Context: an optimization exercise on an open-source flow, tuned for small area. The choices shown serve that exercise and are no tape-out recipe.
Only simulation tests tie the RTL to the original design; equivalence was not proved.
Power figures rest on the tool's default switching activity, not on a simulated workload.

<file path="flow/run.sh">
#!/bin/bash
# The standard layout with two changes:
# - clock tree: small sink buffers (clkbuf_4) driving clusters of up to 8 registers,
#   in place of clkbuf_16 clusters, for a smaller clock tree at the same slew limit
# - port buffers: buf_1 in place of the default delay buffer
set -euo pipefail
export CTS_ARGS="-sink_clustering_enable -repair_clock_nets -buf_list sky130_fd_sc_hd__clkbuf_4 -root_buf sky130_fd_sc_hd__clkbuf_16 -sink_buffer_max_cap_derate 1.0 -sink_clustering_size 8 -sink_clustering_max_diameter 60"
export BUFFER_PORTS_ARGS="-buffer_cell sky130_fd_sc_hd__buf_1"
bash standard.sh > standard.log 2>&1
</file>
<file path="config.mk">
export PLATFORM = sky130hd
export DESIGN_NAME = branch_predictor
export DESIGN_NICKNAME = branch_predictor
export VERILOG_FILES = /design/flow/design.v
export SDC_FILE = /design/flow/constraint.sdc
export NUM_CORES = 4
export LEC_CHECK = 0
export CAP_MARGIN = 20
export CORE_MARGIN = 2
export CORE_UTILIZATION = 55
export SLEW_MARGIN = 20
export SYNTH_HIERARCHICAL = 1
</file>
<file path="design.v">
`default_nettype none
package bp_pkg;
	localparam int PC_W = 11;
	localparam int SET_W = 4;
	localparam int TAG_W = 6;
	localparam int WAYS = 4;
	localparam int SETS = 16;
	localparam int WAY_W = 2;
	localparam int CTR_W = 2;
	localparam logic [CTR_W-1:0] CTR_BRANCH_INIT = 2'd1;
	localparam logic [CTR_W-1:0] CTR_JUMP_INIT = 2'd3;
	localparam int BT_BEQ = 5;
	localparam int BT_BNE = 4;
	localparam int BT_BLT = 3;
	localparam int BT_BGE = 2;
	localparam int BT_BLTU = 1;
	localparam int BT_BGEU = 0;
	localparam int CBT_BEQZ = 1;
	localparam int CBT_BNEZ = 0;
	typedef struct packed {
		logic valid;
		logic [TAG_W-1:0] tag;
		logic [PC_W-1:0] target;
		logic [CTR_W-1:0] ctr;
	} bht_entry_t;
	localparam int ENTRY_W = 1 + TAG_W + PC_W + CTR_W;
	localparam int E_VALID = ENTRY_W - 1;
	localparam int E_TAG_LO = PC_W + CTR_W;
	localparam int E_TARGET_LO = CTR_W;
	localparam int E_CTR_LO = 0;
	typedef logic [WAYS*ENTRY_W-1:0] bht_set_t;
	typedef struct packed {
		logic prediction;
		logic [PC_W-1:0] pbt;
	} bp_fetch_t;
	typedef struct packed {
		logic [PC_W-1:0] pc;
		logic [PC_W-1:0] target;
		logic is_jump;
		logic is_btype;
	} bp_decode_t;
	typedef struct packed {
		logic [PC_W-1:0] pc;
		logic z;
		logic less;
		logic [5:0] btype;
		logic [1:0] c_btype;
	} bp_exe_t;
	typedef struct packed {
		logic we;
		logic [SET_W-1:0] set;
		bht_entry_t entry;
	} bht_alloc_t;
	typedef struct packed {
		logic we;
		logic [SET_W-1:0] set;
		logic [WAY_W-1:0] way;
		logic [CTR_W-1:0] ctr;
	} bht_update_t;
	typedef enum logic [1:0] {
		NONE = 2'd0,
		CNI = 2'd2,
		PBT = 2'd3
	} bp_correction_e;
	function automatic logic [SET_W-1:0] pc_set(input logic [PC_W-1:0] pc);
		pc_set = pc[SET_W-1:0];
	endfunction
	function automatic logic [TAG_W-1:0] pc_tag(input logic [PC_W-1:0] pc);
		pc_tag = pc[SET_W+TAG_W-1:SET_W];
	endfunction
endpackage
`default_nettype wire
`timescale 1ns/1ns
`default_nettype none
module bht_aoi222 (
	input logic a0, b0, a1, b1, a2, b2,
	output logic y
);
	assign y = !((a0 && b0) || (a1 && b1) || (a2 && b2));
endmodule
module bht_aoi22 (
	input logic a0, b0, a1, b1,
	output logic y
);
	assign y = !((a0 && b0) || (a1 && b1));
endmodule
module bht_nand2 (
	input logic a, b,
	output logic y
);
	assign y = !(a && b);
endmodule
module bht_nand3 (
	input logic a, b, c,
	output logic y
);
	assign y = !(a && b && c);
endmodule
module bht_nor2 (
	input logic a, b,
	output logic y
);
	assign y = !(a || b);
endmodule
module bht_oai22 (
	input logic a0, b0, a1, b1,
	output logic y
);
	assign y = !((a0 || b0) && (a1 || b1));
endmodule
module bht_nand4 (
	input logic a, b, c, d,
	output logic y
);
	assign y = !(a && b && c && d);
endmodule
module bht_or3 (
	input logic a, b, c,
	output logic y
);
	assign y = a || b || c;
endmodule
module bht_mux16n (
	input logic [11:0] sel,
	input logic [15:12] seln,
	input logic [15:0] d,
	output logic y
);
	logic [3:0] t;
	logic [1:0] p;
	logic q;
	genvar i;
	for (i = 0; i < 4; i++) begin : g_aoi
		bht_aoi222 u_aoi (
			.a0(sel[3*i]), .b0(d[3*i]),
			.a1(sel[3*i+1]), .b1(d[3*i+1]),
			.a2(sel[3*i+2]), .b2(d[3*i+2]),
			.y(t[i])
		);
	end
	for (i = 0; i < 2; i++) begin : g_oai
		bht_oai22 u_oai (
			.a0(seln[12+2*i]), .b0(d[12+2*i]),
			.a1(seln[13+2*i]), .b1(d[13+2*i]),
			.y(p[i])
		);
	end
	bht_nand4 u_or0 (.a(t[0]), .b(t[1]), .c(t[2]), .d(t[3]), .y(q));
	bht_or3 u_out (.a(q), .b(p[0]), .c(p[1]), .y(y));
endmodule
`default_nettype wire
`timescale 1ns/1ns
`default_nettype none
module bht_table #(
	parameter int W = 1
) (
	input logic [15:0] sel,
	input logic [15:12] seln,
	input logic [15:0][W-1:0] rows,
	output logic [W-1:0] rd
);
	genvar b, s;
	for (b = 0; b < W; b++) begin : g_bit
		logic [15:0] col;
		for (s = 0; s < 16; s++) begin : g_set
			assign col[s] = rows[s][b];
		end
		bht_mux16n u_mux (.sel(sel[11:0]), .seln(seln), .d(col), .y(rd[b]));
	end
endmodule
`default_nettype wire
`timescale 1ns/1ns
`default_nettype none
module bp_resolve_stage #(
	parameter int D = 0
) (
	input logic [27+4*D-1:0] rd,
	input logic [5:0] tag,
	output logic hit,
	output logic [3:0] wsel,
	output logic [(D > 0 ? D : 1)-1:0] data
);
	logic f;
	logic [1:0] p;
	logic [3:0] v, match;
	assign f = rd[26];
	assign p = rd[25:24];
	always_comb begin
		for (int w = 0; w < 4; w++) begin
			v[w] = f || (w[1:0] < p);
			match[w] = v[w] && (rd[w*6 +: 6] == tag);
		end
		for (int w = 0; w < 4; w++)
			wsel[w] = match[w] && ((match & ~(4'd1 << w)) == 4'd0);
		hit = |wsel;
	end
	if (D > 0) begin : g_data
		genvar b;
		for (b = 0; b < D; b++) begin : g_bit
			logic [1:0] t;
			bht_aoi22 u_lo (
				.a0(wsel[0]), .b0(rd[27 + b]),
				.a1(wsel[1]), .b1(rd[27 + D + b]),
				.y(t[0])
			);
			bht_aoi22 u_hi (
				.a0(wsel[2]), .b0(rd[27 + 2*D + b]),
				.a1(wsel[3]), .b1(rd[27 + 3*D + b]),
				.y(t[1])
			);
			bht_nand2 u_or (.a(t[0]), .b(t[1]), .y(data[b]));
		end
	end else begin : g_nodata
		assign data = 1'b0;
	end
endmodule
`default_nettype wire
`timescale 1ns/1ns
`default_nettype none
module branch_predictor (
	input logic CLK,
	input logic nrst,
	input logic en,
	input logic [10:0] if_pc,
	input logic [23:0] id_in,
	input logic [20:0] exe_in,
	output logic [11:0] if_out,
	output logic [1:0] exe_correction,
	output logic [10:0] exe_pbt,
	output logic [10:0] exe_cni,
	output logic flush,
	output logic id_jump_in_bht
);
	logic [15:0][3:0][5:0] tag_q;
	logic [15:0][3:0][10:0] tgt_q;
	logic [15:0][3:0][1:0] ctr_q;
	logic [15:0][1:0] ptr_q;
	logic [15:0] full_q;
	logic flush_pend;
	logic [15:0] if_sel, id_sel, exe_sel;
	logic [15:0][26:0] look_rows;
	logic [15:0][27+4*12-1:0] if_rows;
	logic [15:0][27+4*13-1:0] exe_rows;
	assign if_sel = 16'd1 << if_pc[3:0];
	assign id_sel = 16'd1 << id_in[16:13];
	assign exe_sel = 16'd1 << exe_in[13:10];
	always_comb begin
		for (int s = 0; s < 16; s++) begin
			look_rows[s] = {full_q[s], ptr_q[s], tag_q[s]};
			if (s >= 12)
				look_rows[s][26:24] = ~look_rows[s][26:24];
			if_rows[s][26:0] = look_rows[s];
			exe_rows[s][26:0] = look_rows[s];
			for (int w = 0; w < 4; w++) begin
				if_rows[s][27 + w*12 +: 12] = {ctr_q[s][w][1], tgt_q[s][w]};
				exe_rows[s][27 + w*13 +: 13] = {ctr_q[s][w], tgt_q[s][w]};
			end
		end
	end
	logic [27+4*12-1:0] if_rd;
	logic [26:0] id_rd;
	logic [27+4*13-1:0] exe_rd;
	bht_table #(.W(27+4*12)) u_if_rd (.sel(if_sel), .seln(~if_sel[15:12]), .rows(if_rows), .rd(if_rd));
	bht_table #(.W(27)) u_id_rd (.sel(id_sel), .seln(~id_sel[15:12]), .rows(look_rows), .rd(id_rd));
	bht_table #(.W(27+4*13)) u_exe_rd (.sel(exe_sel), .seln(~exe_sel[15:12]), .rows(exe_rows), .rd(exe_rd));
	logic if_hit;
	logic [3:0] if_wsel;
	logic [11:0] if_data;
	bp_resolve_stage #(.D(12)) u_if_look (
		.rd(if_rd), .tag(if_pc[9:4]), .hit(if_hit), .wsel(if_wsel), .data(if_data)
	);
	assign if_out = if_data;
	logic id_hit;
	logic [3:0] id_wsel;
	logic id_data;
	logic is_jump, is_btype;
	logic alloc;
	logic [1:0] alloc_way;
	bp_resolve_stage #(.D(0)) u_id_look (
		.rd(id_rd), .tag(id_in[22:17]), .hit(id_hit), .wsel(id_wsel), .data(id_data)
	);
	assign is_jump = id_in[1];
	assign is_btype = id_in[0];
	assign alloc = (is_jump || is_btype) && !id_hit;
	assign id_jump_in_bht = is_jump && id_hit;
	assign alloc_way = id_rd[25:24];
	logic exe_hit;
	logic [3:0] exe_wsel;
	logic [12:0] exe_data;
	logic [1:0] exe_ctr;
	logic z, less;
	logic [5:0] btype;
	logic [1:0] c_btype;
	logic taken, is_branch, mispredict;
	logic [1:0] next_ctr;
	bp_resolve_stage #(.D(13)) u_exe_look (
		.rd(exe_rd), .tag(exe_in[19:14]), .hit(exe_hit), .wsel(exe_wsel), .data(exe_data)
	);
	assign exe_ctr = exe_data[12:11];
	assign z = exe_in[9];
	assign less = exe_in[8];
	assign btype = exe_in[7:2];
	assign c_btype = exe_in[1:0];
	assign taken =
		((btype[5] || c_btype[1]) && z) ||
		((btype[4] || c_btype[0]) && !z) ||
		((btype[3] || btype[1]) && less) ||
		((btype[2] || btype[0]) && !less);
	assign is_branch = (|btype) || (|c_btype);
	assign mispredict = is_branch && (exe_ctr[1] != taken);
	always_comb begin
		next_ctr = exe_ctr;
		if (taken && exe_ctr != 2'd3)
			next_ctr = exe_ctr + 2'd1;
		else if (!taken && exe_ctr != 2'd0)
			next_ctr = exe_ctr - 2'd1;
	end
	assign exe_correction = mispredict ? {1'b1, taken} : 2'b00;
	assign exe_pbt = exe_data[10:0];
	assign exe_cni = exe_in[20:10] + 11'd1;
	logic alloc_wr, upd_wr;
	logic [3:0] alloc_wsel;
	logic [1:0] wr_ctr;
	assign alloc_wr = en && alloc;
	assign upd_wr = en && is_branch && exe_hit && !alloc;
	assign alloc_wsel = 4'd1 << alloc_way;
	assign wr_ctr = alloc ? (is_jump ? 2'd3 : 2'd1) : next_ctr;
	logic [15:0] a_rown, u_rown;
	logic [3:0] a_coln, u_coln;
	logic [15:0][3:0] ent_we, ctr_we;
	assign a_rown = ~({16{alloc_wr}} & id_sel);
	assign u_rown = ~({16{upd_wr}} & exe_sel);
	assign a_coln = ~alloc_wsel;
	assign u_coln = ~exe_wsel;
	genvar gs, gw;
	for (gs = 0; gs < 16; gs++) begin : g_we_set
		for (gw = 0; gw < 4; gw++) begin : g_we_way
			bht_nor2 u_ent_we (.a(a_rown[gs]), .b(a_coln[gw]), .y(ent_we[gs][gw]));
			bht_oai22 u_ctr_we (
				.a0(a_rown[gs]), .b0(a_coln[gw]),
				.a1(u_rown[gs]), .b1(u_coln[gw]),
				.y(ctr_we[gs][gw])
			);
		end
	end
	always_ff @(posedge CLK) begin
		for (int s = 0; s < 16; s++) begin
			for (int w = 0; w < 4; w++) begin
				if (ent_we[s][w]) begin
					tag_q[s][w] <= (s >= 12) ? ~id_in[22:17] : id_in[22:17];
					tgt_q[s][w] <= (s >= 12) ? ~id_in[12:2] : id_in[12:2];
				end
				if (ctr_we[s][w])
					ctr_q[s][w] <= (s >= 12) ? ~wr_ctr : wr_ctr;
			end
		end
	end
	logic [1:0] ptr_d;
	logic full_d;
	assign ptr_d = nrst ? alloc_way + 2'd1 : 2'd0;
	assign full_d = nrst && (id_rd[26] || alloc_way == 2'd3);
	always_ff @(posedge CLK) begin
		for (int s = 0; s < 16; s++) begin
			if (!nrst || (alloc_wr && id_sel[s])) begin
				ptr_q[s] <= ptr_d;
				full_q[s] <= full_d;
			end
		end
	end
	always_ff @(posedge CLK) begin
		if (!nrst)
			flush_pend <= 1'b0;
		else if (en)
			flush_pend <= flush_pend ? 1'b0 : (mispredict || (is_jump && !id_hit));
	end
	assign flush = flush_pend || mispredict;
endmodule
`default_nettype wire
</file>
<file path="constraint.sdc">
create_clock -name core_clock -period 14.0 [get_ports {CLK}]
set_input_delay 2.8000 -clock core_clock [delete_from_list [all_inputs] [get_ports {CLK}]]
set_output_delay 2.8000 -clock core_clock [all_outputs]
set_load 0.01 [all_outputs]
</file>
<file path="standard.sh">
#!/bin/bash
# synth_recipe.tcl (not shown) runs the flow's synth.tcl, then flattens the netlist and writes it again
# the make line also repeats each setting of config.mk as NAME=value (left out here)
make -C /OpenROAD-flow-scripts/flow DESIGN_CONFIG=/design/flow/config.mk WORK_HOME=/design/flow/orfs CLKGATE_MAP_FILE= SYNTH_SCRIPT=/design/flow/synth_recipe.tcl "${@:-finish}"
</file>
==> flow_metrics.py, run 1 <==
metrics = {
    "final_layout": {
        "fillers": 7289,
        "area_growth_pct": 9.46,
        "post_layout_nonfiller_instances": 5007,
        "nets": 3774,
        "drive_gt1_frac": 0.142,
    },
    "sta": {
        "tns_ns": 0,
        "grt_setup_unrepaired": "false",
        "skew_ns": 0.0908,
        "tightest_slew_ns": 1.21,
        "slew_headroom": 0.189,
        "fin_crit_sh": 0.803,
        "setup_viol": 0,
        "finalMaxSlewViolations": 0,
        "post-route-min-period_ns": 11.24,
        "max_freq_mhz": 89.0,
        "final-hold-violation-count": 0,
    },
    "die": {
        "io_pins": 97,
        "dieArea_sq_um": 100000,
        "die_h_microns": 316,
        "die_w_microns": 316,
        "fp.coreArea_sq_um": 96700,
        "fp-row-count": 114,
        "start_util": 0.554,
    },
    "routing": {
        "drtIter0Drc": 12200,
        "vias": 44300,
        "avgRoutedWirePerCell_microns": 45.2,
        "drt_wl_total_microns": 226000,
        "drc_errors": 0,
        "ant_nets": 0,
        "vias_per_cell": 8.84,
        "dr.pass1.iters": 20,
    },
    "grt": {
        "grt_pass1_wl_microns": 308000,
        "grtUsageTotal": 0.443,
        "first_global_vias": 42000,
        "antenna_found_initial": 12,
        "grt_overflow": 0,
        "grt_max_degree": 76,
    },
    "setup_path": {
        "crit_chain": "buf_1 -> nor2b_1 -> and2_4 -> buf_4 -> a222oi_1 -> nand4_1 -> or3_1 -> xnor2_1 -> nand4_1 -> nand4b_1 -> inv_1 -> buf_4 -> a22oi_2 -> nand2_1 -> inv_1 -> a31oi_1 -> mux2_4 -> or2_1 -> buf_1",
        "worstReg2RegEnd": "tgt_q[502]",
        "cp_max_fo": 42,
        "cp_slowest_cell": "and2_4",
        "worstPathArrival_ns": 8.44,
        "critical_path_required_ns": 11.20,
        "cp-start-kind": "primary input",
        "r2r_start": "tag_q[18]",
        "critPathKind": "in -> out",
        "rrSetupSlack_ns": 7.83,
        "max_stage_delay_ns": 0.86,
        "r2r_cells": 13,
        "end_kind": "primary output",
    },
    "logic_synthesis": {
        "synthCells": 3312,
        "yosysWarnings": 10,
        "synth_area_sq_um": 53600,
        "synth_nets": 3384,
        "avgSynthCellArea_sq_um": 16.2,
    },
    "run_status": {
        "status": "no timing/DRC/antenna violations",
    },
    "clocking": {
        "cts_resized": 0,
        "cts_tree": "built",
        "cts_max_path_buffers": 3,
        "clock_sinks": 1265,
        "clk_pin_slew_ns": 0.10,
        "clock_latency_ns": 0.84,
        "post_cts_buffers": 0,
        "htree_levels": 4,
        "cts_root_buf": "clkbuf_16",
        "cts_hold_buf": 0,
        "numCtsBuffers": 176,
    },
    "placement": {
        "portBuffers": 94,
        "finalWeightedCongestion": 0.937,
        "hpwlAfterDp_microns": 129000,
        "dp_cells": 4800,
    },
    "power_and_ir_drop": {
        "powerDensity_nw_per_um2": 117,
        "leakagePower_nw": 17.7,
        "ir_worst_vdd_v": 0.0000825,
    },
    "flow_run": {
        "maxCapViolations": 0,
    },
    "worst_hold_path": {
        "hp-class": "reg -> reg",
        "holdPathStages": 2,
        "min_to": "flush_pend",
        "hp-start": "flush_pend",
    },
}
==> metal layers <==
layer  share of wire  vias up  routed length [microns]  global-route usage
met5         0.00039        -                       88             0.00521
met4           0.058       12                    13000               0.216
met3            0.19      994                    43600               0.178
met2            0.42     5050                    94600               0.629
met1            0.33    21600                    74900               0.595
li1                -    16600                        -                   -
==> state kept, by name (all words and copies together), names as in the netlist <==
name	count
ctr_q	128
flush_pend	1
full_q	16
ptr_q	32
tag_q	384
tgt_q	704
==> worst max path at each step <==
stage	cells after the start	end	startpoint	slack, ns
2_1_floorplan	13	if_out[0]	if_pc[1]	1.30
3_3_place_gp	19	flush	exe_in[13]	3.07
3_5_place_dp	20	flush	exe_in[10]	2.99
4_1_cts	20	flush	exe_in[10]	2.98
5_1_grt	19	flush	exe_in[13]	2.62
6_report	19	flush	exe_in[13]	2.76
==> area by class of cell <==
cell class                 instances  area, sq um  area share
sequential                      1265        38000       0.647
clock inverter                    12          186     0.00318
timing repair buffer             226         1380      0.0235
inverter                          58          223     0.00380
antenna                            7         17.5    0.000299
tap                             1276         1600      0.0272
clock buffer                     188         1430      0.0244
multi-input combinational       1975        15900       0.270
==> metrics by stage <==
stage                     power [W]  instance area (sq um)  utilization  hold WS, ns  setup WS [ns]
final                       0.00689                  58700        0.607        0.564           2.76
after global placement      0.00495                  57000        0.590        0.524           3.07
after global routing        0.00704                  58700        0.607        0.589           2.62
after CTS                   0.00683                  58700        0.607        0.566           2.98
after detailed placement    0.00496                  57000        0.590        0.544           2.99
after floorplan             0.00463                  53600            -        0.512           1.30
==> layout by cell type (no fill, tap or decap), types with 54 or more instances in the layout <==
cell      count
edfxtp_1   1264
a222oi_1    724
o22ai_1     427
nand4_1     196
clkbuf_4    187
or3_1       184
buf_4       131
buf_1        77
nand2_1      65
inv_1        54
==> critical path, delay by kind of cell <==
kind,cells,cell delay [ns]
buffers and inverters,6,1.82
AND/OR/NAND/NOR,8,2.74
XOR/XNOR,1,0.12
multiplexers,1,0.31
AO/OA/AOI/OAI,3,0.62
==> power by group <==
group / total [W] / internal [W] / switching (W)
Sequential: 0.00423 / 0.00421 / 0.0000207
Clock: 0.00196 / 0.000721 / 0.00124
Combinational: 0.000693 / 0.000181 / 0.000512
Total: 0.00689 / 0.00511 / 0.00178
==> run 2, diff against run 1 <==
--- a/design.v
+++ b/design.v
@@ -78,12 +78,6 @@
 );
 	assign y = !((a0 && b0) || (a1 && b1) || (a2 && b2));
 endmodule
-module bht_aoi22 (
-	input logic a0, b0, a1, b1,
-	output logic y
-);
-	assign y = !((a0 && b0) || (a1 && b1));
-endmodule
 module bht_nand2 (
 	input logic a, b,
 	output logic y
@@ -198,16 +192,13 @@
 		genvar b;
 		for (b = 0; b < D; b++) begin : g_bit
 			logic [1:0] t;
-			bht_aoi22 u_lo (
+			bht_aoi222 u_lo (
 				.a0(wsel[0]), .b0(rd[27 + b]),
 				.a1(wsel[1]), .b1(rd[27 + D + b]),
+				.a2(wsel[2]), .b2(rd[27 + 2*D + b]),
 				.y(t[0])
 			);
-			bht_aoi22 u_hi (
-				.a0(wsel[2]), .b0(rd[27 + 2*D + b]),
-				.a1(wsel[3]), .b1(rd[27 + 3*D + b]),
-				.y(t[1])
-			);
+			bht_nand2 u_hi (.a(wsel[3]), .b(rd[27 + 3*D + b]), .y(t[1]));
 			bht_nand2 u_or (.a(t[0]), .b(t[1]), .y(data[b]));
 		end
 	end else begin : g_nodata
==> run 2 against run 1 <==
Against the previous run: die area decreased by 0.52%; largest cell class unchanged; routed wire length decreased by 1.3%; largest power group unchanged; global-route usage decreased by 0.45 points; critical path depth unchanged; clock-buffer cell count increased by 4; critical path type unchanged; sequential cell count unchanged; first-iteration DRC count increased by 5.8%; non-clock buffer count increased by 19; final cell count increased by 0.40%; synthesized cell count unchanged; total power decreased by 0.67%.
==> flow_metrics.py, run 2 <==
metrics = {
    "clocking": {
        "post_cts_buffers": 0,
        "numCtsBuffers": 176,
        "htree_levels": 4,
        "cts_root_buf": "clkbuf_16",
        "cts_resized": 0,
        "clock_sinks": 1265,
        "clk_pin_slew_ns": 0.09,
        "cts_tree": "built",
        "cts_max_path_buffers": 3,
        "cts_hold_buf": 0,
        "clock_latency_ns": 0.82,
    },
    "final_layout": {
        "final_common_cell": "edfxtp_1",
        "area_growth_pct": 9.65,
        "nets": 3793,
        "fillers": 7361,
        "layout_common_cells": "edfxtp_1, a222oi_1, o22ai_1, nand4_1, clkbuf_4",
        "utilization": 0.606,
        "largest_reg_flops": 704,
        "top_regs": "tgt_q (704), tag_q (384), ctr_q (128)",
        "drive_gt1_frac": 0.133,
        "regMostFlops": "tgt_q",
        "fin_area_sq_um": 58500,
    },
    "placement": {
        "place_area_sq_um": 56800,
        "hpwlAfterDp_microns": 131000,
        "finalWeightedCongestion": 0.953,
        "dpl_worst_slack_ns": 2.82,
        "portBuffers": 94,
    },
    "setup_path": {
        "crit_chain": "buf_1 -> nor2b_1 -> and2_4 -> buf_4 -> a222oi_1 -> nand4_1 -> or3_1 -> xor2_1 -> or4_1 -> nand4b_1 -> inv_1 -> buf_4 -> a222oi_1 -> nand2_1 -> inv_1 -> a31oi_1 -> mux2_4 -> or2_1 -> buf_1",
        "cp_slowest_cell": "nor2b_1",
        "critPathKind": "in -> out",
        "cp-start-kind": "primary input",
        "rrSetupSlack_ns": 7.70,
        "end_kind": "primary output",
        "max_stage_delay_ns": 0.75,
        "cp_max_fo": 27,
        "r2r_cells": 13,
        "worstPathArrival_ns": 8.62,
        "r2r_start": "tag_q[7]",
        "critical_path_required_ns": 11.20,
        "crit_end": "flush",
        "startpoint": "exe_in[13]",
        "worstReg2RegEnd": "tgt_q[132]",
    },
    "die": {
        "dieArea_sq_um": 99500,
        "fp-row-count": 114,
        "die_h_microns": 315,
        "io_pins": 97,
        "start_util": 0.553,
        "fp.coreArea_sq_um": 96400,
        "die_w_microns": 315,
    },
    "logic_synthesis": {
        "yosysWarnings": 10,
        "synth_area_sq_um": 53300,
        "synthCells": 3312,
        "avgSynthCellArea_sq_um": 16.1,
        "synth_nets": 3384,
    },
    "sta": {
        "grt_setup_unrepaired": "false",
        "timing.final.ws_setup_ns": 2.58,
        "final-hold-violation-count": 0,
        "fin_crit_sh": 0.816,
        "setup_viol": 0,
        "tightest_slew_ns": 1.24,
        "max_freq_mhz": 87.6,
        "post-route-min-period_ns": 11.42,
        "slew_headroom": 0.169,
        "finalMaxSlewViolations": 0,
        "tns_ns": 0,
        "skew_ns": 0.0816,
    },
    "grt": {
        "antenna_found_initial": 16,
        "grt_pass1_wl_microns": 304000,
        "first_global_vias": 41900,
        "grt_overflow": 0,
        "grt_max_degree": 81,
        "grtUsageTotal": 0.439,
    },
    "power_and_ir_drop": {
        "p_sw_w": 0.00174,
        "p_total_w": 0.00684,
        "switching_share": 0.254,
        "intPower_w": 0.00510,
        "p_clk_frac": 0.283,
        "sequentialPowerShare": 0.619,
        "leakagePower_nw": 17.8,
        "pwr-share-comb": 0.099,
        "ir_worst_vdd_v": 0.0000920,
        "powerDensity_nw_per_um2": 117,
    },
    "worst_hold_path": {
        "hp-class": "reg -> reg",
    },
    "routing": {
        "vias": 44300,
        "drtIter0Drc": 12900,
        "drt_wl_total_microns": 223000,
        "drc_errors": 0,
        "ant_nets": 0,
        "avgRoutedWirePerCell_microns": 44.4,
        "dr.pass1.iters": 13,
        "vias_per_cell": 8.82,
    },
    "flow_run": {
        "maxCapViolations": 0,
    },
    "run_status": {
        "status": "no timing/DRC/antenna violations",
    },
}
==> run 2: worst min-delay path by stage <==
| stage | to | startpoint | slack, ns | cells after the start |
|---|---|---|---|---|
| global placement | flush_pend | flush_pend | 0.53 | 2 |
| CTS | flush_pend | flush_pend | 0.58 | 2 |
| finish | flush_pend | flush_pend | 0.58 | 2 |
| global route | flush_pend | flush_pend | 0.61 | 2 |
| floorplan | flush_pend | flush_pend | 0.51 | 2 |
| detailed placement | flush_pend | flush_pend | 0.56 | 2 |
==> run 2: area by class of cell <==
cell class,count,area [sq um],area share
clock inverters,11,156,0.00268
well taps,1276,1600,0.0273
repair buffers,245,1550,0.0264
flip-flops and latches,1265,38000,0.650
clock buffers,192,1460,0.0250
multi-input cells,1975,15500,0.265
inverters,58,218,0.00372
diodes,5,12.5,0.000214
==> run 2: power groups by stage <==
stage	clock [W]	sequential, W	combinational [W]
2_1_floorplan	0	0.00431	0.000312
3_3_place_gp	0	0.00431	0.000620
3_5_place_dp	0	0.00432	0.000632
4_1_cts	0.00194	0.00423	0.000633
5_1_grt	0.00208	0.00424	0.000680
6_report	0.00193	0.00423	0.000676
==> run 2: layer usage <==
layer | global-route usage | up-vias | share of wire
li1 | - | 16700 | -
met1 | 0.589 | 21600 | 0.33
met2 | 0.629 | 5072 | 0.42
met3 | 0.161 | 953 | 0.19
met4 | 0.227 | 14 | 0.060
met5 | 0.00663 | - | 0.00047
==> run 2: worst max-delay path, delay by kind of cell <==
family,cells,cell delay [ns]
buffers and inverters,6,1.63
AND/OR/NAND/NOR,8,3.11
AO/OA/AOI/OAI,3,0.63
multiplexers,1,0.31
XOR/XNOR,1,0.09
==> run 2: metrics by stage <==
step / cells / hold slack [ns]
2_1_floorplan: 3312 / 0.512
3_3_place_gp: 4819 / 0.529
3_5_place_dp: 4819 / 0.560
4_1_cts: 5022 / 0.581
5_1_grt: 5023 / 0.608
6_report: 5027 / 0.582
==> run 3, diff against run 2 <==
--- a/config.mk
+++ b/config.mk
@@ -8,5 +8,6 @@
 export CAP_MARGIN = 20
 export CORE_MARGIN = 2
 export CORE_UTILIZATION = 55
+export GPL_TIMING_DRIVEN = 0
 export SLEW_MARGIN = 20
 export SYNTH_HIERARCHICAL = 1
==> run 3 against run 2 <==
Against the previous run: still clean on timing, DRC and antenna; setup slack worse by 0.28 ns; sequential share of layout area is 3.7 points lower; routed wire length is 1.7% higher; sequential cell count stayed put; global-route usage is 0.87 points higher; clock-buffer cell count is 3 lower; total power is 1.0% higher; first-iteration DRC count is 6.1% lower; die area stayed put; register-to-register slack better by 0.21 ns; hold slack better by 0.025 ns; clock power hardly changed; critical path type unchanged; largest power group unchanged.
==> flow_metrics.py, run 3 <==
metrics = {
    "run_status": {
        "status": "no timing/DRC/antenna violations",
    },
    "die": {
        "die_w_microns": 315,
        "fp.coreArea_sq_um": 96400,
        "io_pins": 97,
        "dieArea_sq_um": 99500,
        "start_util": 0.553,
        "fp-row-count": 114,
        "die_h_microns": 315,
    },
    "setup_path": {
        "critical_path_required_ns": 11.20,
        "path_buf_inv": 8,
        "cp_slowest_cell": "a222oi_1",
        "cp_max_fo": 29,
        "critPathKind": "in -> out",
        "end_kind": "primary output",
        "max_stage_delay_ns": 0.65,
        "crit_chain": "buf_1 -> clkbuf_1 -> nor2_1 -> and2_4 -> buf_12 -> buf_12 -> a222oi_1 -> nand4_1 -> or3_1 -> xnor2_1 -> nand4_1 -> or4_1 -> buf_2 -> nand4b_1 -> inv_1 -> a222oi_1 -> nand2_1 -> inv_1 -> a31oi_1 -> mux2_4 -> or2_1 -> buf_1",
        "cp.depth": 22,
        "crit_family": "simple AND/OR/NAND/NOR gates",
        "worstPathArrival_ns": 8.90,
        "r2r_cells": 14,
        "cp-start-kind": "primary input",
    },
    "clocking": {
        "cts_tree": "built",
        "htree_levels": 4,
        "clock_sinks": 1265,
        "cts_max_path_buffers": 3,
        "clock_latency_ns": 0.84,
        "cts_root_buf": "clkbuf_16",
        "cts_hold_buf": 0,
        "post_cts_buffers": 0,
        "numCtsBuffers": 176,
        "clk_pin_slew_ns": 0.10,
        "cts_resized": 0,
    },
    "power_and_ir_drop": {
        "powerDensity_nw_per_um2": 112,
        "ir_worst_vdd_v": 0.0000865,
        "leakagePower_nw": 19.1,
        "p_total_w": 0.00691,
    },
    "sta": {
        "timing.final.ws_setup_ns": 2.30,
        "max_freq_mhz": 85.4,
        "skew_ns": 0.0736,
        "slew_headroom": 0.184,
        "tightest_slew_ns": 1.22,
        "finalMaxSlewViolations": 0,
        "fin_crit_sh": 0.836,
        "post-route-min-period_ns": 11.70,
        "hold_slack_ns": 0.608,
        "setup_viol": 0,
        "final-hold-violation-count": 0,
        "grt_setup_unrepaired": "false",
    },
    "routing": {
        "drtIter0Drc": 12100,
        "dr.pass1.iters": 15,
        "ant_nets": 0,
        "vias": 45100,
        "drt_wl_total_microns": 227000,
        "drc_errors": 0,
        "vias_per_cell": 8.76,
        "avgRoutedWirePerCell_microns": 44.1,
    },
    "grt": {
        "grt_pass1_wl_microns": 311000,
        "grt_overflow": 0,
        "grtUsageTotal": 0.447,
        "grt_max_degree": 67,
        "first_global_vias": 42900,
        "antenna_found_initial": 12,
    },
    "final_layout": {
        "largest_reg_flops": 704,
        "drive_gt1_frac": 0.160,
        "top_regs": "tgt_q (704), tag_q (384), ctr_q (128)",
        "fin_area_sq_um": 62000,
        "regMostFlops": "tgt_q",
        "final_common_cell": "edfxtp_1",
        "area_growth_pct": 16.2,
        "nets": 3902,
        "layout_common_cells": "edfxtp_1, a222oi_1, o22ai_1, nand4_1, clkbuf_4",
    },
    "worst_hold_path": {
        "hp-class": "reg -> reg",
        "holdPathStages": 2,
    },
    "flow_run": {
        "maxCapViolations": 0,
    },
    "logic_synthesis": {
        "synthCells": 3312,
        "yosysWarnings": 10,
        "synth_area_sq_um": 53300,
        "synth_nets": 3384,
        "avgSynthCellArea_sq_um": 16.1,
    },
    "placement": {
        "finalWeightedCongestion": 0.898,
        "portBuffers": 89,
        "place_area_sq_um": 60300,
        "hpwlAfterDp_microns": 150000,
        "dpl_worst_slack_ns": 2.55,
    },
}
-- run 3: cell count changes in the layout (fill, tap and decap cells not counted), moves of 29 or more --
cell    before  now
buf_2        0   35
buf_4      148   74
buf_16       0   85
nor2_4      23   78
buf_12       3   51
nor2_2      55    2
buf_6        0   29
-- run 3: cell type report --
cell class,instances,area (sq um)
fill,6979,34400
clock buffer,189,1440
timing repair buffer,340,4680
clock inverter,13,164
buffer,14,68.8
tap,1276,1600
antenna,15,37.5
multi-input combinational,1975,15800
inverter,58,238
sequential,1265,38000
-- run 3: final timing paths --
kind                            slack [ns]       start          to
worst min-delay path                  0.61  flush_pend  flush_pend
worst min register to register        0.61  flush_pend  flush_pend
worst max-delay path                  2.30  exe_in[13]       flush
worst max register to register        7.91   tag_q[92]  tgt_q[138]
-- run 3: where the power goes --
part | switching, W | total, W | internal, W | leakage (nW)
Combinational | 0.000516 | 0.000734 | 0.000219 | 6.75
Sequential | 0.0000214 | 0.00423 | 0.00421 | 11.4
Clock | 0.00124 | 0.00195 | 0.000705 | 0.963
-- run 3: layer usage --
| metal | vias to the layer above | GRT usage | wire length, microns |
|---|---|---|---|
| met5 | - | 0.00379 | 67 |
| met4 | 10 | 0.235 | 14200 |
| met3 | 1072 | 0.161 | 39300 |
| met2 | 5095 | 0.680 | 101000 |
| met1 | 21900 | 0.566 | 72400 |
| li1 | 16900 | - | - |
-- run 3: tightest hold or removal path: stages (launching register included) --
cell and delay, ns:
dfxtp_1 0.34, inv_1 0.08, a41o_1 0.16
-- run 3: metrics by stage --
stage               utilization  TNS (ns)  cells
finish                    0.643         0   5145
CTS                       0.642         0   5129
floorplan                     -         0   3312
detailed placement        0.626         0   4927
global placement          0.573  -1456.17   4677
global route              0.642         0   5131
==> run 4, diff against run 3 <==
--- a/config.mk
+++ b/config.mk
@@ -7,7 +7,6 @@
 export LEC_CHECK = 0
 export CAP_MARGIN = 20
 export CORE_MARGIN = 2
-export CORE_UTILIZATION = 55
-export GPL_TIMING_DRIVEN = 0
+export CORE_UTILIZATION = 62
 export SLEW_MARGIN = 20
 export SYNTH_HIERARCHICAL = 1
==> run 4 against run 3 <==
Against the previous run: final cell count fell by 4.8%; largest power group unchanged; sequential power barely moved; maximum frequency fell by 3.5%; first-iteration DRC count is 14% higher; synthesized area did not move; die area fell by 11%.
==> flow_metrics.py, run 4 <==
metrics = {
    "setup_path": {
        "crit_chain": "buf_1 -> ha_1 -> ha_1 -> nor2b_4 -> buf_4 -> a222oi_1 -> nand4_1 -> or3_1 -> nor3_1 -> nor4_1 -> nand4_1 -> nand4b_1 -> inv_1 -> a222oi_1 -> nand2_1 -> inv_1 -> mux2_4 -> or2_1 -> buf_1",
        "cp.depth": 19,
        "r2r_start": "ptr_q[7]",
        "critical_path_required_ns": 11.20,
        "worstReg2RegEnd": "tgt_q[159]",
        "cp_slowest_cell": "nor2b_4",
        "end_kind": "primary output",
        "r2r_cells": 13,
        "critPathKind": "in -> out",
        "crit_family": "simple AND/OR/NAND/NOR gates",
        "max_stage_delay_ns": 0.81,
        "path_buf_inv": 5,
        "startpoint": "exe_in[11]",
        "crit_end": "flush",
        "cp-start-kind": "primary input",
        "rrSetupSlack_ns": 7.40,
        "worstPathArrival_ns": 9.33,
        "cp_max_fo": 40,
    },
    "routing": {
        "drt_wl_total_microns": 219000,
        "vias_per_cell": 9.13,
        "drc_errors": 0,
        "dr.pass1.iters": 17,
        "avgRoutedWirePerCell_microns": 44.6,
        "drtIter0Drc": 13800,
        "vias": 44700,
        "ant_nets": 0,
    },
    "clocking": {
        "clk_pin_slew_ns": 0.10,
        "numCtsBuffers": 178,
        "cts_root_buf": "clkbuf_16",
        "cts_max_path_buffers": 3,
        "htree_levels": 4,
        "clock_sinks": 1265,
        "cts_tree": "built",
        "post_cts_buffers": 0,
        "clock_latency_ns": 0.83,
        "cts_resized": 0,
        "cts_hold_buf": 0,
    },
    "final_layout": {
        "seqCellArea_sq_um": 38000,
        "fillers": 5911,
        "regMostFlops": "tgt_q",
        "fin_area_sq_um": 58300,
        "area_growth_pct": 9.31,
        "largest_reg_flops": 704,
        "final_common_cell": "edfxtp_1",
        "nets": 3784,
        "multiInputGateArea_sq_um": 15500,
        "layout_common_cells": "edfxtp_1, a222oi_1, o22ai_1, nand4_1, clkbuf_4",
        "drive_gt1_frac": 0.132,
        "top_regs": "tgt_q (704), tag_q (384), ctr_q (128)",
    },
    "sta": {
        "max_freq_mhz": 82.4,
        "grt_setup_unrepaired": "false",
        "post-route-min-period_ns": 12.13,
        "tns_ns": 0,
        "final-hold-violation-count": 0,
        "slew_headroom": 0.190,
        "tightest_slew_ns": 1.21,
        "fin_crit_sh": 0.867,
        "setup_viol": 0,
        "finalMaxSlewViolations": 0,
        "skew_ns": 0.0671,
    },
    "grt": {
        "grt_pass1_wl_microns": 300000,
        "antenna_found_initial": 14,
        "grt_max_degree": 54,
        "first_global_vias": 42600,
        "grt_overflow": 0,
        "grtUsageTotal": 0.482,
    },
    "die": {
        "start_util": 0.626,
        "fp-row-count": 107,
        "dieArea_sq_um": 88400,
        "die_h_microns": 297,
        "die_w_microns": 297,
        "fp.coreArea_sq_um": 85100,
        "io_pins": 97,
    },
    "power_and_ir_drop": {
        "leakagePower_nw": 17.8,
        "ir_worst_vdd_v": 0.000109,
        "powerDensity_nw_per_um2": 118,
    },
    "run_status": {
        "status": "no timing/DRC/antenna violations",
    },
    "placement": {
        "finalWeightedCongestion": 0.975,
        "place_area_sq_um": 56600,
        "hpwlAfterDp_microns": 124000,
        "portBuffers": 94,
    },
    "worst_hold_path": {
        "hp-class": "reg -> reg",
    },
    "logic_synthesis": {
        "synthCells": 3312,
        "avgSynthCellArea_sq_um": 16.1,
        "synth_nets": 3384,
        "yosysWarnings": 10,
        "synth_area_sq_um": 53300,
    },
    "flow_run": {
        "maxCapViolations": 0,
    },
}
==> run 4: cell types whose count changed in the layout (fill, tap and decap cells not counted), moves of 4 or more <==
cell and delta:
buf_16 -85, buf_2 -34, buf_1 +5, buf_4 +66, inv_2 -4, nor2_2 +50
inv_1 +7, clkbuf_2 +16, buf_6 -29, inv_6 -4, nor2_4 -51, clkbuf_1 -5
buf_12 -51
==> run 4: cell type report <==
type	instances	area share
Tap cell	1144	0.0246
Inverter	58	0.00374
Clock buffer	192	0.0250
Timing Repair Buffer	234	0.0245
Sequential cell	1265	0.652
Clock inverter	15	0.00354
Multi-Input combinational cell	1975	0.266
Antenna cell	17	0.000730
==> run 4: how the worst min path moves through the flow <==
stage,depth (start not counted),to,from,slack (ns)
floorplan,2,flush_pend,flush_pend,0.51
global placement,2,flush_pend,flush_pend,0.52
detailed placement,2,flush_pend,flush_pend,0.54
CTS,2,flush_pend,flush_pend,0.56
global route,2,flush_pend,flush_pend,0.60
finish,2,flush_pend,flush_pend,0.57
==> run 4: metrics by stage <==
| stage | hold slack [ns] | util | worst slack, ns | instances | power, W |
|---|---|---|---|---|---|
| 6_report | 0.571 | 0.685 | 1.87 | 4900 | 0.00689 |
| 3_3_place_gp | 0.523 | 0.664 | 2.59 | 4676 | 0.00492 |
| 3_5_place_dp | 0.542 | 0.664 | 2.43 | 4676 | 0.00494 |
| 5_1_grt | 0.597 | 0.684 | 1.95 | 4890 | 0.00702 |
| 4_1_cts | 0.564 | 0.684 | 2.44 | 4883 | 0.00682 |
| 2_1_floorplan | 0.512 | - | 0.353 | 3312 | 0.00462 |
==> run 4: worst register-to-register path, stage by stage, from the launching register on <==
cell and delay (ns):
edfxtp_1 0.43, a222oi_1 0.44, nand4_1 0.22, or3_1 0.53, nor3_1 0.61, nor4_1 0.19, nand4_1 0.38, nand4b_1 0.20
o221ai_2 0.22, o21ba_2 0.38, nand2_1 0.16, nor3_1 0.51, nand3_1 0.78, nor2_4 1.12
==> run 4: where the power goes <==
part / total [W] / internal (W) / switching [W]
combinational: 0.000680 / 0.000177 / 0.000503
sequential: 0.00423 / 0.00421 / 0.0000213
clock: 0.00198 / 0.000735 / 0.00125
==> run 4: per-layer routing <==
metal,global-route usage,share of wire,vias to the layer above
li1,-,-,16700
met1,0.622,0.30,21300
met2,0.680,0.42,5496
met3,0.207,0.20,1298
met4,0.284,0.074,20
met5,0.00325,0.00096,-
==> run 5, diff against run 4 <==
--- a/design.v
+++ b/design.v
@@ -318,7 +318,7 @@
 	assign wr_ctr = alloc ? (is_jump ? 2'd3 : 2'd1) : next_ctr;
 	logic [15:0] a_rown, u_rown;
 	logic [3:0] a_coln, u_coln;
-	logic [15:0][3:0] ent_we, ctr_we;
+	logic [15:0][3:0] tag_we, tgt_we, ctr_we;
 	assign a_rown = ~({16{alloc_wr}} & id_sel);
 	assign u_rown = ~({16{upd_wr}} & exe_sel);
 	assign a_coln = ~alloc_wsel;
@@ -326,7 +326,8 @@
 	genvar gs, gw;
 	for (gs = 0; gs < 16; gs++) begin : g_we_set
 		for (gw = 0; gw < 4; gw++) begin : g_we_way
-			bht_nor2 u_ent_we (.a(a_rown[gs]), .b(a_coln[gw]), .y(ent_we[gs][gw]));
+			bht_nor2 u_tag_we (.a(a_rown[gs]), .b(a_coln[gw]), .y(tag_we[gs][gw]));
+			bht_nor2 u_tgt_we (.a(a_rown[gs]), .b(a_coln[gw]), .y(tgt_we[gs][gw]));
 			bht_oai22 u_ctr_we (
 				.a0(a_rown[gs]), .b0(a_coln[gw]),
 				.a1(u_rown[gs]), .b1(u_coln[gw]),
@@ -337,10 +338,10 @@
 	always_ff @(posedge CLK) begin
 		for (int s = 0; s < 16; s++) begin
 			for (int w = 0; w < 4; w++) begin
-				if (ent_we[s][w]) begin
+				if (tag_we[s][w])
 					tag_q[s][w] <= (s >= 12) ? ~id_in[22:17] : id_in[22:17];
+				if (tgt_we[s][w])
 					tgt_q[s][w] <= (s >= 12) ? ~id_in[12:2] : id_in[12:2];
-				end
 				if (ctr_we[s][w])
 					ctr_q[s][w] <= (s >= 12) ? ~wr_ctr : wr_ctr;
 			end
--- a/config.mk
+++ b/config.mk
@@ -7,6 +7,6 @@
 export LEC_CHECK = 0
 export CAP_MARGIN = 20
 export CORE_MARGIN = 2
-export CORE_UTILIZATION = 62
+export CORE_UTILIZATION = 55
 export SLEW_MARGIN = 20
 export SYNTH_HIERARCHICAL = 1
==> run 5 against run 4 <==
Against the previous run: still clean on timing, DRC and antenna; global-route usage decreased by 6.0 points; clock-buffer cell count increased by 1; setup slack improved by 0.31 ns; sequential cell count unchanged; routed wire length decreased by 1.3%; synthesized cell count increased by 1.9%; largest cell class unchanged; highest routed layer unchanged.
==> flow_metrics.py, run 5 <==
metrics = {
    "setup_path": {
        "critPathKind": "in -> out",
        "critical_path_required_ns": 11.20,
        "path_buf_inv": 5,
        "worstPathArrival_ns": 9.02,
        "crit_family": "simple AND/OR/NAND/NOR gates",
        "max_stage_delay_ns": 0.87,
        "cp_slowest_cell": "and2_4",
        "cp_max_fo": 48,
        "crit_chain": "buf_1 -> nor2b_1 -> and2_4 -> buf_4 -> a222oi_1 -> nand4_1 -> or3_1 -> xnor2_1 -> nand4_1 -> or4_1 -> nand4b_1 -> inv_1 -> a222oi_1 -> nand2_1 -> inv_1 -> a31oi_1 -> mux2_4 -> or2_1 -> buf_1",
        "cp-start-kind": "primary input",
        "end_kind": "primary output",
    },
    "die": {
        "fp-row-count": 114,
        "fp.coreArea_sq_um": 96600,
        "start_util": 0.555,
        "die_w_microns": 316,
        "die_h_microns": 316,
        "dieArea_sq_um": 99900,
        "io_pins": 97,
    },
    "clocking": {
        "cts_max_path_buffers": 3,
        "clk_pin_slew_ns": 0.09,
        "clock_sinks": 1265,
        "htree_levels": 4,
        "numCtsBuffers": 178,
        "cts_root_buf": "clkbuf_16",
        "cts_hold_buf": 0,
        "clock_latency_ns": 0.85,
        "cts_tree": "built",
        "cts_resized": 0,
        "post_cts_buffers": 0,
    },
    "power_and_ir_drop": {
        "p_total_w": 0.00687,
        "ir_worst_vdd_v": 0.000111,
        "powerDensity_nw_per_um2": 117,
        "leakagePower_nw": 18.0,
    },
    "logic_synthesis": {
        "synth_area_sq_um": 53600,
        "synth_nets": 3448,
        "yosysWarnings": 10,
        "synthCells": 3376,
        "avgSynthCellArea_sq_um": 15.9,
    },
    "placement": {
        "finalWeightedCongestion": 0.937,
        "portBuffers": 94,
        "hpwlAfterDp_microns": 124000,
        "dpl_worst_slack_ns": 2.53,
    },
    "worst_hold_path": {
        "hp-class": "reg -> reg",
    },
    "grt": {
        "grt_overflow": 0,
        "antenna_found_initial": 7,
        "first_global_vias": 42100,
        "grtUsageTotal": 0.422,
        "grt_pass1_wl_microns": 296000,
        "grt_max_degree": 76,
    },
    "routing": {
        "drtIter0Drc": 11200,
        "vias": 43800,
        "ant_nets": 0,
        "dr.pass1.iters": 22,
        "vias_per_cell": 8.56,
        "drt_wl_total_microns": 216000,
        "avgRoutedWirePerCell_microns": 42.1,
        "drc_errors": 0,
    },
    "sta": {
        "fin_crit_sh": 0.844,
        "skew_ns": 0.0838,
        "finalMaxSlewViolations": 0,
        "slew_headroom": 0.193,
        "max_freq_mhz": 84.6,
        "final-hold-violation-count": 0,
        "tightest_slew_ns": 1.21,
        "setup_viol": 0,
        "grt_setup_unrepaired": "false",
        "post-route-min-period_ns": 11.82,
        "tns_ns": 0,
        "timing.final.ws_setup_ns": 2.18,
    },
    "final_layout": {
        "area_growth_pct": 9.49,
        "largest_reg_flops": 704,
        "layout_common_cells": "edfxtp_1, a222oi_1, o22ai_1, nand4_1, clkbuf_4",
        "top_regs": "tgt_q (704), tag_q (384), ctr_q (128)",
        "nets": 3874,
        "fillers": 7402,
        "final_common_cell": "edfxtp_1",
        "drive_gt1_frac": 0.122,
        "utilization": 0.607,
        "regMostFlops": "tgt_q",
    },
    "flow_run": {
        "maxCapViolations": 0,
    },
    "run_status": {
        "status": "no timing/DRC/antenna violations",
    },
}
## run 5: metal layers
metal  global-route usage  part of all wire  vias to the layer above
met2                0.638              0.44                     4590
met5                    0           0.00019                        -
met1                0.538              0.32                    21300
li1                     -                 -                    16900
met3                0.126              0.16                      965
met4                0.263             0.072                        6
## run 5: stage by stage
step / instances / instance area, sq um / hold WS (ns)
final: 5122 / 58600 / 0.572
after global routing: 5114 / 58600 / 0.601
after CTS: 5106 / 58600 / 0.574
after detailed placement: 4898 / 56900 / 0.552
after global placement: 4898 / 56900 / 0.531
after floorplan: 3376 / 53600 / 0.512
## run 5: final cells by class
type                            instances  area, sq um  share of cell area
Sequential cell                      1265        38000               0.648
Clock inverter                         15          175             0.00299
Antenna cell                           16         40.0            0.000683
Tap cell                             1276         1600              0.0272
Clock buffer                          193         1470              0.0250
Multi-Input combinational cell       2039        15500               0.265
Timing Repair Buffer                  260         1650              0.0281
Inverter                               58          218             0.00371
## run 5: worst reg2reg max path: stages, from the launching register on
cell and delay (ns):
edfxtp_1 0.43, a222oi_1 0.48, nand4_1 0.22, or3_1 0.43
xnor2_1 0.16, nand4_1 0.16, or4_1 0.58, xnor2_2 0.21
o221ai_2 0.27, o21ba_2 0.34, nand2_1 0.10, nor2_1 0.28
nand2_1 0.77, buf_4 0.51, nor2_1 0.52, buf_4 0.33
## run 5: report_power, final
group          internal [W]  switching, W
Combinational      0.000178      0.000502
Clock              0.000703       0.00125
Sequential          0.00421     0.0000236
## run 5: worst paths after layout
check	start	end	slack, ns	cells after the start
min reg2reg	flush_pend	flush_pend	0.57	2
max	exe_in[13]	flush	2.18	19
max reg2reg	tag_q[18]	tgt_q[420]	7.91	15
min	flush_pend	flush_pend	0.57	2
==> run 6, diff against run 5 <==
--- a/design.v
+++ b/design.v
@@ -78,6 +78,12 @@
 );
 	assign y = !((a0 && b0) || (a1 && b1) || (a2 && b2));
 endmodule
+module bht_aoi22 (
+	input logic a0, b0, a1, b1,
+	output logic y
+);
+	assign y = !((a0 && b0) || (a1 && b1));
+endmodule
 module bht_nand2 (
 	input logic a, b,
 	output logic y
@@ -192,13 +198,16 @@
 		genvar b;
 		for (b = 0; b < D; b++) begin : g_bit
 			logic [1:0] t;
-			bht_aoi222 u_lo (
+			bht_aoi22 u_lo (
 				.a0(wsel[0]), .b0(rd[27 + b]),
 				.a1(wsel[1]), .b1(rd[27 + D + b]),
-				.a2(wsel[2]), .b2(rd[27 + 2*D + b]),
 				.y(t[0])
 			);
-			bht_nand2 u_hi (.a(wsel[3]), .b(rd[27 + 3*D + b]), .y(t[1]));
+			bht_aoi22 u_hi (
+				.a0(wsel[2]), .b0(rd[27 + 2*D + b]),
+				.a1(wsel[3]), .b1(rd[27 + 3*D + b]),
+				.y(t[1])
+			);
 			bht_nand2 u_or (.a(t[0]), .b(t[1]), .y(data[b]));
 		end
 	end else begin : g_nodata
@@ -318,7 +327,7 @@
 	assign wr_ctr = alloc ? (is_jump ? 2'd3 : 2'd1) : next_ctr;
 	logic [15:0] a_rown, u_rown;
 	logic [3:0] a_coln, u_coln;
-	logic [15:0][3:0] tag_we, tgt_we, ctr_we;
+	logic [15:0][3:0] ent_we, ctr_we;
 	assign a_rown = ~({16{alloc_wr}} & id_sel);
 	assign u_rown = ~({16{upd_wr}} & exe_sel);
 	assign a_coln = ~alloc_wsel;
@@ -326,8 +335,7 @@
 	genvar gs, gw;
 	for (gs = 0; gs < 16; gs++) begin : g_we_set
 		for (gw = 0; gw < 4; gw++) begin : g_we_way
-			bht_nor2 u_tag_we (.a(a_rown[gs]), .b(a_coln[gw]), .y(tag_we[gs][gw]));
-			bht_nor2 u_tgt_we (.a(a_rown[gs]), .b(a_coln[gw]), .y(tgt_we[gs][gw]));
+			bht_nor2 u_ent_we (.a(a_rown[gs]), .b(a_coln[gw]), .y(ent_we[gs][gw]));
 			bht_oai22 u_ctr_we (
 				.a0(a_rown[gs]), .b0(a_coln[gw]),
 				.a1(u_rown[gs]), .b1(u_coln[gw]),
@@ -338,10 +346,10 @@
 	always_ff @(posedge CLK) begin
 		for (int s = 0; s < 16; s++) begin
 			for (int w = 0; w < 4; w++) begin
-				if (tag_we[s][w])
+				if (ent_we[s][w]) begin
 					tag_q[s][w] <= (s >= 12) ? ~id_in[22:17] : id_in[22:17];
-				if (tgt_we[s][w])
 					tgt_q[s][w] <= (s >= 12) ? ~id_in[12:2] : id_in[12:2];
+				end
 				if (ctr_we[s][w])
 					ctr_q[s][w] <= (s >= 12) ? ~wr_ctr : wr_ctr;
 			end
==> flow/run.sh (replaced) <==
#!/bin/bash
# The standard layout with two changes:
# - clock tree: small sink buffers (clkbuf_4) driving clusters of up to 10 registers,
#   in place of clkbuf_16 clusters, for a smaller clock tree at the same slew limit
# - port buffers: buf_1 in place of the default delay buffer
set -euo pipefail
export CTS_ARGS="-sink_clustering_enable -repair_clock_nets -buf_list sky130_fd_sc_hd__clkbuf_4 -root_buf sky130_fd_sc_hd__clkbuf_16 -sink_buffer_max_cap_derate 1.0 -sink_clustering_size 10 -sink_clustering_max_diameter 60"
export BUFFER_PORTS_ARGS="-buffer_cell sky130_fd_sc_hd__buf_1"
bash standard.sh > standard.log 2>&1
--- a/config.mk
+++ b/config.mk
@@ -5,8 +5,8 @@
 export SDC_FILE = /design/flow/constraint.sdc
 export NUM_CORES = 4
 export LEC_CHECK = 0
-export CAP_MARGIN = 20
+export CAP_MARGIN = 10
 export CORE_MARGIN = 2
 export CORE_UTILIZATION = 55
-export SLEW_MARGIN = 20
+export SLEW_MARGIN = 10
 export SYNTH_HIERARCHICAL = 1
==> run 6 against run 5 <==
Against the previous run: first-iteration DRC count rose by 6.9%; final area fell by 0.21%; clock-buffer cell count fell by 31; synthesized area barely moved; routed wire length rose by 4.9%; via count rose by 0.31%; hold slack got worse by 0.0037 ns; synthesized cell count fell by 1.9%; final cell count fell by 2.6%; sequential power barely moved; critical path type unchanged; critical endpoint unchanged.
==> flow_metrics.py, run 6 <==
metrics = {
    "placement": {
        "finalWeightedCongestion": 0.937,
        "portBuffers": 94,
        "hpwlAfterDp_microns": 129000,
        "place_area_sq_um": 57000,
    },
    "grt": {
        "antenna_found_initial": 16,
        "first_global_vias": 42000,
        "grt_busiest_layer": "met2",
        "grtUsageMet3": 0.183,
        "grt_pass1_wl_microns": 308000,
        "use_met1": 0.594,
        "grt_overflow": 0,
        "grtUsageTotal": 0.443,
        "grt_max_degree": 76,
        "use_met2": 0.627,
    },
    "clocking": {
        "clock_sinks": 1265,
        "cts_resized": 0,
        "cts_root_buf": "clkbuf_16",
        "cts_hold_buf": 0,
        "post_cts_buffers": 0,
        "cts_max_path_buffers": 3,
        "htree_levels": 4,
        "cts_tree": "built",
        "clock_latency_ns": 0.82,
        "clk_pin_slew_ns": 0.10,
        "numCtsBuffers": 148,
    },
    "setup_path": {
        "cp_slowest_cell": "and2_4",
        "r2r_cells": 13,
        "critical_path_required_ns": 11.20,
        "worstReg2RegEnd": "tgt_q[497]",
        "cp-start-kind": "primary input",
        "end_kind": "primary output",
        "r2r_start": "tag_q[230]",
        "worstPathArrival_ns": 8.48,
        "crit_chain": "buf_1 -> nor2b_1 -> and2_4 -> buf_4 -> a222oi_1 -> nand4_1 -> or3_1 -> xnor2_1 -> nand4_1 -> nand4b_1 -> inv_1 -> buf_4 -> a22oi_2 -> nand2_1 -> inv_1 -> a31oi_1 -> mux2_4 -> or2_1 -> buf_1",
        "max_stage_delay_ns": 0.86,
        "critPathKind": "in -> out",
        "rrSetupSlack_ns": 7.77,
        "cp_max_fo": 42,
    },
    "final_layout": {
        "top_regs": "tgt_q (704), tag_q (384), ctr_q (128)",
        "final_common_cell": "edfxtp_1",
        "drive_gt1_frac": 0.137,
        "fin_area_sq_um": 58500,
        "largest_reg_flops": 704,
        "utilization": 0.605,
        "nets": 3746,
        "multiInputGateArea_sq_um": 15900,
        "fillers": 7295,
        "regMostFlops": "tgt_q",
        "layout_common_cells": "edfxtp_1, a222oi_1, o22ai_1, nand4_1, or3_1",
        "area_growth_pct": 9.18,
        "seqCellArea_sq_um": 38000,
    },
    "logic_synthesis": {
        "yosysWarnings": 10,
        "avgSynthCellArea_sq_um": 16.2,
        "synth_area_sq_um": 53600,
        "synthCells": 3312,
        "synth_nets": 3384,
    },
    "die": {
        "die_h_microns": 316,
        "start_util": 0.554,
        "io_pins": 97,
        "fp-row-count": 114,
        "fp.coreArea_sq_um": 96700,
        "die_w_microns": 316,
        "dieArea_sq_um": 100000,
    },
    "sta": {
        "post-route-min-period_ns": 11.28,
        "slew_headroom": 0.202,
        "tightest_slew_ns": 1.19,
        "final-hold-violation-count": 0,
        "hold_slack_ns": 0.568,
        "setup_viol": 0,
        "skew_ns": 0.0877,
        "max_freq_mhz": 88.7,
        "grt_setup_unrepaired": "false",
        "tns_ns": 0,
        "finalMaxSlewViolations": 0,
        "fin_crit_sh": 0.806,
    },
    "routing": {
        "dr.pass1.iters": 17,
        "drc_errors": 0,
        "vias": 44000,
        "drt_wl_total_microns": 226000,
        "vias_per_cell": 8.81,
        "drtIter0Drc": 12000,
        "avgRoutedWirePerCell_microns": 45.3,
        "ant_nets": 0,
    },
    "power_and_ir_drop": {
        "ir_worst_vdd_v": 0.0000792,
        "powerDensity_nw_per_um2": 116,
        "leakagePower_nw": 17.6,
    },
    "worst_hold_path": {
        "holdPathStages": 2,
        "hp-class": "reg -> reg",
        "hp-start": "flush_pend",
        "min_to": "flush_pend",
    },
    "run_status": {
        "status": "no timing/DRC/antenna violations",
    },
    "flow_run": {
        "maxCapViolations": 0,
    },
}
[run 6: cell types whose count changed in the layout (fill, tap and decap cells not counted), moves of 4 or more]
cell | before | now
clkbuf_4 | 192 | 161
clkinvlp_4 | 6 | 2
clkinv_2 | 2 | 6
nor2_1 | 138 | 19
nand2_1 | 90 | 65
a22oi_2 | 0 | 50
diode_2 | 16 | 7
nor2_4 | 5 | 38
a222oi_1 | 749 | 724
buf_4 | 164 | 131
nor2_2 | 20 | 42
[run 6: final cells by class]
| cell class | instances | area share |
|---|---|---|
| Clock buffer | 162 | 0.0211 |
| Antenna cell | 7 | 0.000299 |
| Inverter | 58 | 0.00381 |
| Clock inverter | 21 | 0.00393 |
| Tap cell | 1276 | 0.0273 |
| Timing Repair Buffer | 226 | 0.0235 |
| Sequential cell | 1265 | 0.649 |
| Multi-Input combinational cell | 1975 | 0.271 |
[run 6: through the flow]
stage	std cells	power [W]	setup WS [ns]
detailed placement	4800	0.00496	2.99
finish	4990	0.00680	2.72
global route	4988	0.00694	2.63
CTS	4983	0.00675	2.97
floorplan	3312	0.00463	1.30
global placement	4800	0.00495	3.07
[run 6: worst max path at each step]
| stage | from | end | slack [ns] | cells past startpoint |
|---|---|---|---|---|
| after detailed placement | exe_in[10] | flush | 2.99 | 20 |
| after floorplan | if_pc[1] | if_out[0] | 1.30 | 13 |
| final | exe_in[13] | flush | 2.72 | 19 |
| after CTS | exe_in[10] | flush | 2.97 | 20 |
| after global placement | exe_in[13] | flush | 3.07 | 19 |
| after global routing | exe_in[13] | flush | 2.63 | 19 |
[run 6: power by group]
group	total [W]	leakage, nW	switching, W	internal, W
Clock	0.00187	0.870	0.00123	0.000643
Sequential	0.00423	11.4	0.0000208	0.00421
Combinational	0.000695	5.31	0.000514	0.000180
[run 6: critical path, delay by kind of cell]
kind	cells	cell delay [ns]
multiplexers	1	0.31
buffers and inverters	6	1.84
AO/OA/AOI/OAI	3	0.61
AND/OR/NAND/NOR	8	2.76
XOR/XNOR	1	0.12
[run 6: per-layer routing]
metal / wire length, microns / vias to the layer above
met5: 289 / -
met4: 12700 / 21
met3: 44200 / 918
met2: 94200 / 4934
met1: 74600 / 21500
li1: - / 16600

==> static timing again, ports no longer ideal <==
The flow's constraints put no driver on any port. The routed layouts listed below were extracted and timed again, unchanged, in two steps.
Step 1, drivers: a clkbuf_16 drives CLK and a buf_2 each remaining input, both assumed.
Step 2 also shifts input and output timing later by t, the mid clock arrival at the registers, as if the neighbouring blocks saw the same clock.
Three values: ideal, step 1, step 2; two values: the first two.
run	t (ns)	setup WS [ns]	clock arrival spread, ns
run 1	0.872	2.762 / 2.735 / 2.735	0.091 / 0.090
run 2	0.858	2.580 / 2.558 / 2.558	0.081 / 0.082
run 3	0.878	2.295 / 2.270 / 2.270	0.074 / 0.074
run 4	0.863	1.865 / 1.844 / 1.844	0.067 / 0.067
run 5	0.881	2.177 / 2.153 / 2.153	0.084 / 0.084
run 6	0.856	2.720 / 2.695 / 2.695	0.087 / 0.088
After both steps every run listed still meets setup and hold. For run 1, which loses most, drivers alone change the setup slack by -0.027 ns; drivers and shift together by -0.027 ns.
